This design comes from an exercise in tuning for small area, a short achievable clock period and few clock cycles per item on the open sky130 flow, not from production work. Where RTL was checked, it was by simulation tests only, not by an equivalence proof against the original.

== sierra ==
// rms_top
module rms_top
(
	input  logic        CLOCK_50,
	input  logic        rst_n,
	input  logic        src_empty,
	input  logic [31:0] src_readdata,
	input  logic        snk_full,
	output logic        src_read,
	output logic        snk_write,
	output logic [31:0] snk_writedata,
	output logic [6:0]  hex0,
	output logic [6:0]  hex1,
	output logic [6:0]  hex2,
	output logic [6:0]  hex3,
	output logic [6:0]  hex4,
	output logic [6:0]  hex5
);
For scale: ~260 flip-flops, ~30000 µm² of cells after synthesis.
make LEC_CHECK=0 CAP_MARGIN=20 CORE_MARGIN=2 CORE_UTILIZATION=40 SLEW_MARGIN=20 finish   # period 10.0 ns
run.sh (not shown) runs the stock make flow with config.mk's settings and CLKGATE_MAP_FILE= SYNTH_SCRIPT=/design/flow/synth_recipe.tcl, a recipe that flattens the netlist after the stock synthesis.
Completing all stages was not enough for sierra: its layout failed the final checks because of setup timing.
#### Input delta (fjord over sierra)
- an added ABC_CLOCK_PERIOD_IN_PS of 4000
- an added SETUP_SLACK_MARGIN of 5
Results
- Ran to the end and failed final checks on setup timing: fjord.
- Count of clock-net buffers in the final layout ends up higher on sierra.
- fjord vs sierra: post-cts repair resize count up by more than 100%
- Going from sierra to fjord, arithmetic-cell share of the synthesized area counting full adders, half adders and majority gates was more or less identical, standard cell core area now sits at about the same level.
- On design area: between fjord and sierra, it ends up higher for fjord.
- Compared with sierra, total number of vias in fjord increased by a few percent.
- Wire length after detailed routing of fjord exceeds that of sierra by more than 10%.
- Between fjord and sierra, the shortest period the worst path allows is lower for sierra.
- In the flow results for fjord and sierra, the non-clock buffer instance count of the final layout is larger on fjord.
- Sort fjord and sierra by final HPWL from detailed placement, descending, and fjord comes first.
No run of this note included a check of the RTL's function; only the layout flow was run.

* * *

== exp/garnet ==
Another version of the RTL of rms_top (not shown whole).
For scale: about 420 flip-flops, roughly 110 I/O pins, roughly 0.031 mm^2 of cells after synthesis.
export LEC_CHECK = 0
export ABC_AREA = 1
export CAP_MARGIN = 20
export CORE_MARGIN = 2
export CORE_UTILIZATION = 40
export CTS_BUF_LIST = sky130_fd_sc_hd__clkbuf_8
export SETUP_SLACK_MARGIN = 4.5
export SLEW_MARGIN = 20
create_clock -name core_clock -period 10.0 [get_ports {CLOCK_50}]
The flow did not stop early for exp/garnet: all stages ran, and the layout cleared the timing, design-rule and antenna checks.
Testbench counts of exp/garnet, summed over its fixed seeds: cycles 4,192, items 4,096.
## Diff of input files: exp/willow against exp/garnet
Settings: SETUP_SLACK_MARGIN now 4.8, was 4.5; CTS_CLUSTER_DIAMETER now 50, previously not set; CTS_CLUSTER_SIZE now 25, previously not set.
--- outcome ---
Having completed the whole flow, exp/willow delivered a layout that passed the timing, design-rule and antenna checks.
Measured against each other, exp/willow and exp/garnet differ in non-clock buffer count, the higher figure coming from exp/willow.
exp/willow against exp/garnet; final design instance area without fill is up slightly.
The inputs of exp/maple differ from those of exp/willow as listed below.
Settings: clearing CTS_CLUSTER_SIZE, which used to be 25; clearing CTS_CLUSTER_DIAMETER, which used to be 50; putting GPL_ROUTABILITY_DRIVEN at 0 where nothing was set.
[summary]
- | share of cells above drive strength 1 | lower: exp/maple |
- Re hold path depth: no difference whatsoever between exp/willow and exp/maple.
- [compare] base=exp/willow new=exp/maple: post-layout instance count excluding filler cells +0.65%; final design area excluding fillers flat.
- Re fraction of area in clock buffers and inverters: exp/willow was lower than exp/maple.
For exp/tundra, these inputs were changed with respect to exp/maple:
Settings: removing GPL_ROUTABILITY_DRIVEN (formerly 0); changing SETUP_SLACK_MARGIN from 4.8 to 5.
==> flow/flow/run.sh (new file) <==
#!/bin/bash
set -euo pipefail
bash standard.sh SETUP_SLACK_MARGIN=5.25 finish > make_finish.log 2>&1
==> flow/standard.sh (new file) <==
#!/bin/bash
# synth_recipe.tcl (not shown) runs the flow's synth.tcl, then flattens the netlist and writes it again
# the make line also repeats each setting of config.mk as NAME=value (left out here)
make -C /OpenROAD-flow-scripts/flow DESIGN_CONFIG=/design/flow/config.mk WORK_HOME=/design/flow/orfs CLKGATE_MAP_FILE= SYNTH_SCRIPT=/design/flow/synth_recipe.tcl "${@:-finish}"
removed: flow/run.sh
==> comparison <==
exp/tundra: sequential portion of the cell area 2.5 points below exp/maple. Number of non-clock inverters in the layout (lower): exp/maple. Looking at post-DP HPWL across exp/maple and exp/tundra, the one that comes out lower is exp/maple. When exp/tundra is set beside exp/maple, its total wire length turns out to be 8.9% larger. Violation count after the first detailed-route iteration, exp/tundra vs exp/maple: up by a few percent. Taking exp/maple as the reference, in exp/tundra number of fill cells shows a reduction of about 4.7%; setup slack shows an increase of 0.26 ns. Cmp exp/maple and exp/tundra / setup slack of the most critical reg-to-reg path / higher: exp/tundra. Where wire length of the first global-routing pass is concerned, exp/maple is better than exp/tundra. Compared with exp/maple, exp/tundra shows a lower number of antenna violations at the first check in global routing.

* * *

== v49 ==
rms_top again, from the RTL that the note above started with.
export LEC_CHECK = 0
export ABC_AREA = 1
export CAP_MARGIN = 20
export CORE_MARGIN = 2
export CORE_UTILIZATION = 45
export CTS_BUF_LIST = sky130_fd_sc_hd__clkbuf_8
export SETUP_SLACK_MARGIN = 5
export SLEW_MARGIN = 20
create_clock -name core_clock -period 10.0 [get_ports {CLOCK_50}]
Stock flow here: none of the scripts above is used.
v49 | status: complete | timing, DRC, antenna: pass
Testbench counts of v49, summed over its fixed seeds: cycles 4,192, items 4,096.
Input-level comparison between v33 and v49:
diff --git a/flow/config.mk b/flow/config.mk
--- a/flow/config.mk
+++ b/flow/config.mk
@@ -10,4 +10,5 @@
 export CORE_MARGIN = 2
-export CORE_UTILIZATION = 45
-export CTS_BUF_LIST = sky130_fd_sc_hd__clkbuf_8
+export CORE_UTILIZATION = 40
+export CTS_BUF_LIST = sky130_fd_sc_hd__clkbuf_4
+export CTS_CLUSTER_SIZE = 30
 export SETUP_SLACK_MARGIN = 5
Results
Compared with v49, v33 has extra setup slack.
Highest achievable clock rate essentially unchanged between v33 and v49.
Looking only at routability congestion estimate, and setting everything else aside, the lower value of v49 and v33 goes to v49.
Total length of routed met2 wires, v49 and v33: smaller value in v33
Compared v49 against v33; routed wire length within noise.
Of v49 and v33, v33 shows the lower global-route met1 utilization, with v49 above it.
The die used by v33 is larger than the one used by v49.
Modified inputs, v36 compared to v33
diff --git a/flow/config.mk b/flow/config.mk
--- a/flow/config.mk
+++ b/flow/config.mk
@@ -11,5 +11,5 @@
 export CORE_UTILIZATION = 40
-export CTS_BUF_LIST = sky130_fd_sc_hd__clkbuf_4
-export CTS_CLUSTER_SIZE = 30
-export SETUP_SLACK_MARGIN = 5
+export CTS_BUF_LIST = sky130_fd_sc_hd__clkbuf_8
+export GPL_TIMING_DRIVEN = 0
+export SETUP_SLACK_MARGIN = 4.8
 export SLEW_MARGIN = 20
[summary]
v36 ended up with a higher global-route total usage across every layer than v33 did.
Delta (v36 minus v33): via count saw a decrease, post-detailed-routing wire length held, sequential share of layout area level.
reg2reg as the type of the worst setup path was reported by v36, and in2out by v33.
Between v36 and v33, the worst setup slack is lower for v36.
What v26 does differently from v36 at the input level:
diff --git a/flow/config.mk b/flow/config.mk
--- a/flow/config.mk
+++ b/flow/config.mk
@@ -12,4 +12,3 @@
 export CTS_BUF_LIST = sky130_fd_sc_hd__clkbuf_8
-export GPL_TIMING_DRIVEN = 0
-export SETUP_SLACK_MARGIN = 4.8
+export SETUP_SLACK_MARGIN = 5
 export SLEW_MARGIN = 20
Notes after the runs:
Worst-case headroom to the max-slew limit down 8.9 points in v26 wrt v36
v26 against v36; wire length on met2 is up slightly.
Looking at v26 and v36, the fraction of the core area covered by cells at the end of the flow is a wash.
Register-to-register slack is higher on v26
Diff v26..v36 | proportion of synthesized flip-flops having asynchronous set or reset | negligible
The buffer share of cell area in v26 sits 0.76 points below the value recorded for v36.
First-iteration DRC count down 40 in v26 wrt v36
Input changes introduced in v39 (baseline for comparison: v26):
==> flow/flow/run.sh (new file) <==
#!/bin/bash
set -euo pipefail
bash standard.sh SETUP_SLACK_MARGIN=5.5 finish > make_finish.log 2>&1
==> flow/standard.sh (new file) <==
#!/bin/bash
# synth_recipe.tcl (not shown) runs the flow's synth.tcl, then flattens the netlist and writes it again
# the make line also repeats each setting of config.mk as NAME=value (left out here)
make -C /OpenROAD-flow-scripts/flow DESIGN_CONFIG=/design/flow/config.mk WORK_HOME=/design/flow/orfs CLKGATE_MAP_FILE= SYNTH_SCRIPT=/design/flow/synth_recipe.tcl "${@:-finish}"
removed: flow/run.sh
--- outcome ---
- v26 → v39: die area comparable, global routing met3 resource utilization comparable, maximum clock frequency now larger, cell count now larger, count of non-CTS buffers in the layout now larger.
- Number of stages on the worst setup path (higher): v26
- Min routed wire length across v39 and v26: v26
- Between v39 and v26, it is v39 whose global-route usage is higher, by 0.79 points.
- Origin of the worst setup path = snk_full: v26; origin of the worst setup path = src_empty: v39
- Cmp v39 vs v26: final area higher in v39
- v39 — final worst-path setup slack 260 ps higher, v26 as reference
Modified inputs, v43 compared to v39
==> flow/run.sh (new file) <==
#!/bin/bash
# synth_recipe.tcl (not shown) runs the flow's synth.tcl, then flattens the netlist and writes it again
# the make line also repeats each setting of config.mk as NAME=value (left out here)
make -C /OpenROAD-flow-scripts/flow DESIGN_CONFIG=/design/flow/config.mk WORK_HOME=/design/flow/orfs CLKGATE_MAP_FILE= SYNTH_SCRIPT=/design/flow/synth_recipe.tcl finish
diff --git a/flow/config.mk b/flow/config.mk
--- a/flow/config.mk
+++ b/flow/config.mk
@@ -12,3 +12,3 @@
 export CTS_BUF_LIST = sky130_fd_sc_hd__clkbuf_8
-export SETUP_SLACK_MARGIN = 5
+export SETUP_SLACK_MARGIN = 4.0
 export SLEW_MARGIN = 20
removed: flow/flow/run.sh
removed: flow/standard.sh
==> comparison <==
Final design instance area without fill came out lower on v43 than on v39. On critical path depth: v43 sits above v39. Looking at number of DRC markers after the initial detailed-route iteration, v43 sits 165 below v39. Across both runs, routed via count was lower for v43 than for v39. Share of the clock period used by the worst path after layout: v43 vs v39 up 10 points. The non-clock buffer count in the final layout in v43 sits 325 below the value recorded for v39. Utilization | v43 below v39. Relative to v39, the largest net degree at the start of global routing of v43 is lower by 12. On final-layout fill cell count, the lower figure sits with v39, not v43.

* * *

rms_top again, from the RTL that the note above started with.
export LEC_CHECK = 0
export ABC_AREA = 0
export CAP_MARGIN = 20
export CORE_MARGIN = 2
export CORE_UTILIZATION = 40
export CTS_BUF_LIST = sky130_fd_sc_hd__clkbuf_8
export SETUP_SLACK_MARGIN = 4.8
export SLEW_MARGIN = 20
create_clock -name core_clock -period 10.0 [get_ports {CLOCK_50}]
Stock flow here: none of the scripts above is used.
The first run finished clean.
Testbench counts at the start, summed over its fixed seeds: cycles 4,192, items 4,096.
Next try:
- ABC_AREA: 0 -> 1
- CORE_UTILIZATION: 40 -> 50
- CTS_BUF_LIST: sky130_fd_sc_hd__clkbuf_8 -> default
- PLACE_DENSITY: default -> 0.7
- SETUP_SLACK_MARGIN: 4.8 -> 5
=> Final cell count came out lower by a few percent; hold slack gains 0.0042 ns; sequential share of layout area came out higher by 3.0 points; synthesized area came out lower by a few percent; worst setup slack gains 0.51 ns.
Next try:
- CORE_UTILIZATION: 50 -> 40
- CTS_BUF_LIST: default -> sky130_fd_sc_hd__clkbuf_8
- PLACE_DENSITY: 0.7 -> default
- SETUP_SLACK_MARGIN: 5 -> 4.8
Outcome: The changed run passed the timing, design-rule and antenna checks; core utilization came out lower by 13 points; worst setup slack gets worse by 0.033 ns; clock skew grows by 0.0098 ns; synthesized cell count is unchanged; wire length drops by 2.7%; die area climbs by 25%; clock-buffer cell count rose by 12.
Next try:
- SETUP_SLACK_MARGIN: 4.8 -> 5
- TNS_END_PERCENT: default -> 5
What happened: The changed run passed the timing, design-rule and antenna checks. Die area is unchanged. Flip-flop and latch count is unchanged. Cell count increases by 0.73%. Cell area climbs by 1.3%. Setup slack stays the same. Via count rises by 0.98%. Clock skew stays flat. Register-to-register slack gains 0.05 ns.

* * *

Another version of the RTL of rms_top (not shown whole).
Size: about 3,000 cells after synthesis, ~350 flip-flops, ~110 I/O pins, about 29,000 um^2 of cells after synthesis.
==> flow/design.v (excerpt) <==
module rms_top
(
	input  logic        CLOCK_50,
	input  logic        rst_n,
	input  logic        src_empty,
	input  logic [31:0] src_readdata,
	input  logic        snk_full,
	output logic        src_read,
	output logic        snk_write,
	output logic [31:0] snk_writedata,
	output logic [6:0]  hex0,
	output logic [6:0]  hex1,
	output logic [6:0]  hex2,
	output logic [6:0]  hex3,
	output logic [6:0]  hex4,
	output logic [6:0]  hex5
);
clock: 10.0 ns
lec_check: 0
cap_margin: 20
core_margin: 2
core_utilization: 40
setup_slack_margin: 5
slew_margin: 20
The first run finished with timing, DRC and antenna clean.
Testbench counts at the start, summed over its fixed seeds: cycles 4,176, items 4,096.
==> next run, changes <==
Settings changed: ABC_AREA set to 1, SETUP_SLACK_MARGIN 5 to not set.
Worst hold slack improves by 0.0067 ns.
Utilization came out lower by 6.4 points.
Final cell count decreases by 0.40%.
Global-route usage came out lower by 3.6 points.
Count of clock-buffer cells in the layout came out higher by 3.
Non-clock buffer count shrinks by 283.

* * *

Setup of try-raven:
rms_top with an RTL version that a note above also has.
For scale: ~420 flip-flops, roughly 110 I/O pins, about 31000 sq um of cells after synthesis.
clock: 10.0 ns
lec_check: 0
abc_area: 1
cap_margin: 0
core_margin: 2
core_utilization: 40
cts_buf_list: sky130_fd_sc_hd__clkbuf_8
setup_slack_margin: 5
slew_margin: 0
try-raven went all the way through synthesis, placement and routing and the layout is clean on timing, DRC and antenna.
Testbench counts of try-raven, summed over its fixed seeds: cycles 4,192, items 4,096.
> inputs changed (try-raven -> try-juniper)
--- a/flow/config.mk
+++ b/flow/config.mk
@@ -9 +9 @@
-export CAP_MARGIN = 0
+export CAP_MARGIN = 20
@@ -12,3 +12,5 @@
-export CTS_BUF_LIST = sky130_fd_sc_hd__clkbuf_8
-export SETUP_SLACK_MARGIN = 5
-export SLEW_MARGIN = 0
+export CTS_BUF_LIST = sky130_fd_sc_hd__clkbuf_8 sky130_fd_sc_hd__clkbuf_16
+export CTS_CLUSTER_DIAMETER = 80
+export CTS_CLUSTER_SIZE = 40
+export SETUP_SLACK_MARGIN = 4.8
+export SLEW_MARGIN = 20
==> comparison <==
From try-raven to try-juniper, number of tap cells inserted did not move at all. Side by side, number of buffers other than clock buffers in the final layout turned out lower in try-juniper than in try-raven. try-juniper gives less first-pass GRT wire length than try-raven did. The higher global routing met2 resource utilization came out of try-raven. The run showing the greater post-placement worst setup slack is try-juniper. Longest individual stage delay on the worst path, try-raven and try-juniper: smaller value in try-raven. Compared with try-raven, in try-juniper post-synthesis instance area ~0 delta.
Input-level comparison between try-tundra and try-juniper:
--- a/flow/config.mk
+++ b/flow/config.mk
@@ -12,4 +12 @@
-export CTS_BUF_LIST = sky130_fd_sc_hd__clkbuf_8 sky130_fd_sc_hd__clkbuf_16
-export CTS_CLUSTER_DIAMETER = 80
-export CTS_CLUSTER_SIZE = 40
-export SETUP_SLACK_MARGIN = 4.8
+export SETUP_SLACK_MARGIN = 5
### Flow results
In try-tundra, the post-cts resize count came out 16 above the value in try-juniper. Row final clock period utilization by the worst path: try-tundra lower / try-juniper higher. Relative to try-juniper, the clock-buffer cell count of try-tundra is higher by about 140%. Diff try-tundra and try-juniper: non-clock buffer count lower in try-juniper.
## Diff of input files: try-indigo against try-tundra
--- a/flow/config.mk
+++ b/flow/config.mk
@@ -12 +12,4 @@
-export SETUP_SLACK_MARGIN = 5
+export CTS_BUF_LIST = sky130_fd_sc_hd__clkbuf_8 sky130_fd_sc_hd__clkbuf_16
+export CTS_CLUSTER_DIAMETER = 60
+export CTS_CLUSTER_SIZE = 30
+export SETUP_SLACK_MARGIN = 4.8
[summary]
- Timing, DRC, antenna: 0 failures across try-tundra and try-indigo
- Against try-tundra, try-indigo comes in about 4.6% lower on routed wire length.
- Compared with try-tundra, try-indigo shows wire length of the first global-routing pass lower by about 2.5%.
- As far as synthesized cell area goes, try-tundra and try-indigo are indistinguishable; the numbers are identical.
- [compare] base=try-tundra new=try-indigo: count of cell instances traversed by the critical path grew by 2, sequential share of layout area grew by 0.70 points.
- Going from try-tundra to try-indigo, final worst-path setup slack moved down, sequential area share after synthesis level.

## re-timing with driven ports
The flow's constraints put no driver on any port. The routed layouts listed below were extracted and timed again, unchanged, in two steps.
Step 1 assumes that a clkbuf_16 drives the clock port and a buf_2 every other input.
Step 2 times the ports against the registers' clock, not the clock port: input delays grow and output delays shrink by t, the midpoint of the rising clock arrivals with the driver on.
Slacks: ideal / step 1 / step 2; pairs: ideal / step 1.
run | shift t [ns] | slack for setup (ns) | worst hold slack (ns) | clock arrival spread, ns | slew at the worst register clock pin (ns)
sierra | 0.589 | -3.427 / -3.427 / -3.427 | 0.416 / 0.416 / 0.416 | 0.023 / 0.024 | 0.06 / 0.06
fjord | 0.650 | -3.565 / -3.565 / -3.565 | 0.417 / 0.417 / 0.417 | 0.024 / 0.024 | 0.07 / 0.07
exp/garnet | 0.701 | 4.670 / 4.649 / 4.649 | 0.405 / 0.405 / 0.405 | 0.031 / 0.031 | 0.07 / 0.07
exp/willow | 0.724 | 4.972 / 4.952 / 4.952 | 0.413 / 0.413 / 0.413 | 0.036 / 0.035 | 0.10 / 0.10
exp/maple | 0.700 | 4.972 / 4.952 / 4.952 | 0.406 / 0.406 / 0.406 | 0.032 / 0.032 | 0.07 / 0.07
exp/tundra | 0.706 | 5.231 / 5.170 / 5.170 | 0.407 / 0.407 / 0.407 | 0.026 / 0.027 | 0.07 / 0.07
v49 | 0.695 | 5.079 / 5.058 / 5.058 | 0.401 / 0.401 / 0.401 | 0.027 / 0.028 | 0.07 / 0.07
v33 | 0.885 | 5.088 / 5.070 / 5.070 | 0.412 / 0.412 / 0.412 | 0.051 / 0.051 | 0.08 / 0.08
v36 | 0.701 | 5.001 / 5.001 / 5.001 | 0.408 / 0.408 / 0.408 | 0.029 / 0.030 | 0.06 / 0.06
v26 | 0.699 | 5.079 / 5.059 / 5.059 | 0.404 / 0.404 / 0.404 | 0.024 / 0.024 | 0.07 / 0.07
v39 | 0.705 | 5.344 / 5.320 / 5.320 | 0.411 / 0.411 / 0.411 | 0.026 / 0.026 | 0.06 / 0.06
v43 | 0.694 | 4.334 / 4.313 / 4.313 | 0.414 / 0.414 / 0.414 | 0.022 / 0.021 | 0.06 / 0.06
the first run of note 4 | 0.699 | 4.500 / 4.500 / 4.500 | 0.407 / 0.407 / 0.407 | 0.037 / 0.037 | 0.06 / 0.06
the second run of note 4 | 0.634 | 5.005 / 5.005 / 5.005 | 0.411 / 0.411 / 0.411 | 0.021 / 0.022 | 0.06 / 0.06
the third run of note 4 | 0.700 | 4.972 / 4.952 / 4.952 | 0.406 / 0.406 / 0.406 | 0.032 / 0.032 | 0.07 / 0.07
the fourth run of note 4 | 0.702 | 4.972 / 4.952 / 4.952 | 0.405 / 0.405 / 0.405 | 0.033 / 0.033 | 0.07 / 0.07
the first run of note 5 | 0.639 | 3.187 / 3.187 / 3.187 | 0.407 / 0.407 / 0.407 | 0.021 / 0.021 | 0.06 / 0.06
the second run of note 5 | 0.637 | 2.401 / 2.401 / 2.401 | 0.414 / 0.414 / 0.414 | 0.022 / 0.022 | 0.06 / 0.06
try-raven | 0.699 | 5.079 / 5.059 / 5.059 | 0.404 / 0.404 / 0.404 | 0.024 / 0.024 | 0.07 / 0.07
try-juniper | 0.663 | 4.972 / 4.952 / 4.952 | 0.392 / 0.392 / 0.392 | 0.038 / 0.037 | 0.12 / 0.12
try-tundra | 0.637 | 5.051 / 5.031 / 5.031 | 0.407 / 0.407 / 0.407 | 0.027 / 0.027 | 0.06 / 0.06
try-indigo | 0.633 | 4.951 / 4.933 / 4.933 | 0.396 / 0.396 / 0.396 | 0.037 / 0.037 | 0.10 / 0.10
The setup slack of exp/tundra, which loses most, moves by -0.061 ns with the drivers and by -0.061 ns with both steps.
